Context: an optimization exercise on an open-source flow, tuned for small area, a short achievable clock period and few clock cycles. The choices shown serve that exercise and are no tape-out recipe. RTL that was checked went through simulation tests only; none was proved equivalent to the original. Power figures rest on the tool's default switching activity, not on a simulated workload.

==> flow/design.v (excerpt) <==
module stepper_step_pulse_generator #(
  parameter int PERIOD_BITS = 24
) (
  input  logic        clk,
  input  logic        rst_n,
  input  logic        in_valid,
  output logic        in_ready,
  input  logic [2:0]  in_req_type,
  input  logic [23:0] in_velocity,
  input  logic [31:0] in_step_value,
  output logic        out_valid,
  input  logic        out_ready,
  output logic        out_step_level,
  output logic        out_dir_level,
  output logic        out_enable_n,
  output logic [31:0] out_position,
  output logic        out_is_moving,
  output logic [23:0] out_period_out,
  input  logic        psel,
  input  logic        penable,
  input  logic        pwrite,
  input  logic [3:0]  paddr,
  input  logic [31:0] pwdata,
  output logic [31:0] prdata,
  output logic        pready
);
For scale: ~2,600 cells after synthesis, roughly 350 flip-flops, ~0.022 sq mm of cells after synthesis.
==> flow/config.mk <==
export PLATFORM = sky130hd
export DESIGN_NAME = stepper_step_pulse_generator
export DESIGN_NICKNAME = stepper_step_pulse_generator
export VERILOG_FILES = /design/flow/design.v
export SDC_FILE = /design/flow/constraint.sdc
export NUM_CORES = 4
export LEC_CHECK = 0
export CAP_MARGIN = 20
export CORE_MARGIN = 2
export CORE_UTILIZATION = 40
export SETUP_SLACK_MARGIN = 4.8
export SLEW_MARGIN = 20
==> flow/constraint.sdc <==
create_clock -name core_clock -period 9.0 [get_ports {clk}]
set_input_delay 1.8000 -clock core_clock [delete_from_list [all_inputs] [get_ports {clk}]]
set_output_delay 1.8000 -clock core_clock [all_outputs]
set_load 0.01 [all_outputs]
run.sh (not shown) runs the stock make flow with config.mk's settings and CLKGATE_MAP_FILE= SYNTH_SCRIPT=/design/flow/synth_recipe.tcl, a recipe that flattens the netlist after the stock synthesis.
The first run ran to the end with no violations.
Change:
- CORE_UTILIZATION: 40 -> 65
Result: Die area shrinks by 38%. Routed wire length shrinks by 6.3%. Combinational power stays flat. Synthesized cell count does not change. Worst setup slack degrades by 0.075 ns. Register-to-register slack improves by 0.04 ns. Via count grows by 3.5%.
Change:
==> flow/flow/run.sh (new file) <==
#!/bin/bash
# The standard layout (standard.sh), with the port buffers that buffer_ports
# inserts on every input and output made the platform's smallest buffer,
# sky130_fd_sc_hd__buf_1, instead of its default choice (clkdlybuf4s50_1).
# Timing repair still resizes any port buffer on a critical path.
set -euo pipefail
export BUFFER_PORTS_ARGS="-buffer_cell sky130_fd_sc_hd__buf_1"
bash standard.sh > standard.log 2>&1
==> flow/standard.sh (new file) <==
#!/bin/bash
# synth_recipe.tcl (not shown) runs the flow's synth.tcl, then flattens the netlist and writes it again
# the make line also repeats each setting of config.mk as NAME=value (left out here)
make -C /OpenROAD-flow-scripts/flow DESIGN_CONFIG=/design/flow/config.mk WORK_HOME=/design/flow/orfs CLKGATE_MAP_FILE= SYNTH_SCRIPT=/design/flow/synth_recipe.tcl "${@:-finish}"
- CORE_UTILIZATION: 65 -> 40
- CTS_CLUSTER_DIAMETER: not set -> 100
- CTS_CLUSTER_SIZE: not set -> 20
removed: flow/run.sh
The new run finished with timing, DRC and antenna clean.
Design area is lower by a few percent.
Clock power came out lower by a quarter to a third.
Via count drops by a few percent.
Wire length grows by a few percent.
Final cell count goes up by a little under a tenth.
Function was not checked in any run of this note: the RTL went through the layout flow alone.


Another version of the RTL of stepper_step_pulse_generator (not shown whole).
For scale: roughly 2500 cells after synthesis, roughly 200 I/O pins, about 22000 um2 of cells after synthesis.
## stepper_step_pulse_generator
module stepper_step_pulse_generator #(
  parameter int PERIOD_BITS = 24
) (
  input  logic        clk,
  input  logic        rst_n,
  input  logic        in_valid,
  output logic        in_ready,
  input  logic [2:0]  in_req_type,
  input  logic [23:0] in_velocity,
  input  logic [31:0] in_step_value,
  output logic        out_valid,
  input  logic        out_ready,
  output logic        out_step_level,
  output logic        out_dir_level,
  output logic        out_enable_n,
  output logic [31:0] out_position,
  output logic        out_is_moving,
  output logic [23:0] out_period_out,
  input  logic        psel,
  input  logic        penable,
  input  logic        pwrite,
  input  logic [3:0]  paddr,
  input  logic [31:0] pwdata,
  output logic [31:0] prdata,
  output logic        pready
);
  localparam logic [36:0] TWO_N = 37'h1E84800000;   
  localparam logic [36:0] K_RST = 37'd655360000;     
  logic [15:0] spr_r, minp_r;
  logic [7:0]  pw_r;
  logic        spr_wr;
  logic [36:0] k_r;
  logic        kbusy_r;
  logic [23:0] r_r;
  logic [24:0] q_r;
  logic [5:0]  it_r;
  logic        kfirst;
  logic        fslow_r, frun_r, ffin_r, fdone_r, ovf_r, dbit_r;
  logic [31:0] pos_r, tgt_r;
  logic        seek_r, dir_r, moving_r, en_n_r, step_r;
  logic [23:0] period_r, rem_r;
  logic [7:0]  pulse_r;
  logic        out_valid_r;
  assign pready = !kbusy_r || (it_r == 6'd21) || (it_r == 6'd5);
  assign spr_wr = psel && !penable && pwrite && (paddr[3:2] == 2'd0);
  always_ff @(posedge clk) begin
    if (!rst_n) begin
  ...
Settings: LEC_CHECK=0, CAP_MARGIN=20, CORE_MARGIN=2, CORE_UTILIZATION=40, SETUP_SLACK_MARGIN=5.0, SLEW_MARGIN=20; clock period 9.0 ns.
Stock flow here: none of the scripts above is used.
Rerun with:
- SETUP_SLACK_MARGIN: 5.0 -> 4.5
Final cell count fell by 2.2%.
Worst hold slack gains 0.010 ns.
Via count fell by 3.3%.
Non-clock buffer count fell by 74.
Power fell by 5.2%.
Synthesized cell count stays the same.
Function was not checked in any run of this note: the RTL went through the layout flow alone.


Another version of the RTL of stepper_step_pulse_generator (not shown whole).
Size: ~2500 cells after synthesis, roughly 340 flip-flops, roughly 200 I/O pins.
clock: 9.0 ns
lec_check: 0
abc_clock_period_in_ps: 5000
cap_margin: 20
core_margin: 2
core_utilization: 40
slew_margin: 20
The baseline passed the timing, DRC and antenna checks.
Testbench counts at the start, summed over its fixed seeds: cycles 21,800.
Change:
- ABC_CLOCK_PERIOD_IN_PS: 5000 -> unset
- SETUP_SLACK_MARGIN: unset -> 4.5
What happened:
- via count rose by 1.9%
- die area does not change
- register-to-register slack gains 1300 ps
- clock-buffer cell count rose by 2
- cell count grows by 1.4%
- routed wire length went up by 2.9%
- worst hold slack degrades by 3.7 ps
- worst setup slack improves by 1300 ps
- total power goes down by 0.95%
- clock power shrinks by about 7%

-- separate check: timing with driven ports --
No port has a modelled driver above. Below, the same layouts with a new extraction and two added sets of constraints. Step 1: set_driving_cell puts a clkbuf_16 on clk and a buf_2 on each other input, an assumption about the parent block. Step 2, shift: input delay + t, output delay - t, t = (earliest + latest rising clock arrival at the registers) / 2. This alone moves slack from input paths to output paths. Three values: ideal, step 1, step 2; two values: the first two.
| run | t (ns) | setup slack, ns | latest minus earliest clock arrival (ns) | worst register clock-pin slew, ns | pins driven straight from the clock port |
|---|---|---|---|---|---|
| the first run of note 1 | 0.627 | 4.809 / 4.770 / 4.370 | 0.027 / 0.027 | 0.06 / 0.06 | 1 |
| the second run of note 1 | 0.593 | 4.734 / 4.687 / 4.376 | 0.020 / 0.019 | 0.06 / 0.06 | 1 |
| the third run of note 1 | 0.625 | 4.746 / 4.707 / 4.454 | 0.032 / 0.031 | 0.10 / 0.10 | 1 |
| the first run of note 2 | 0.633 | 4.513 / 4.444 / 4.073 | 0.031 / 0.031 | 0.06 / 0.06 | 1 |
| the second run of note 2 | 0.635 | 4.555 / 4.513 / 4.047 | 0.019 / 0.019 | 0.06 / 0.06 | 1 |
| the first run of note 3 | 0.627 | 3.201 / 3.179 / 3.179 | 0.020 / 0.021 | 0.06 / 0.06 | 1 |
| the second run of note 3 | 0.627 | 4.479 / 4.412 / 3.979 | 0.035 / 0.034 | 0.07 / 0.07 | 1 |
After both steps setup and hold are still met in every run listed. For the second run of note 2, which loses most, drivers alone change the setup slack by -0.042 ns; drivers and shift together by -0.508 ns.
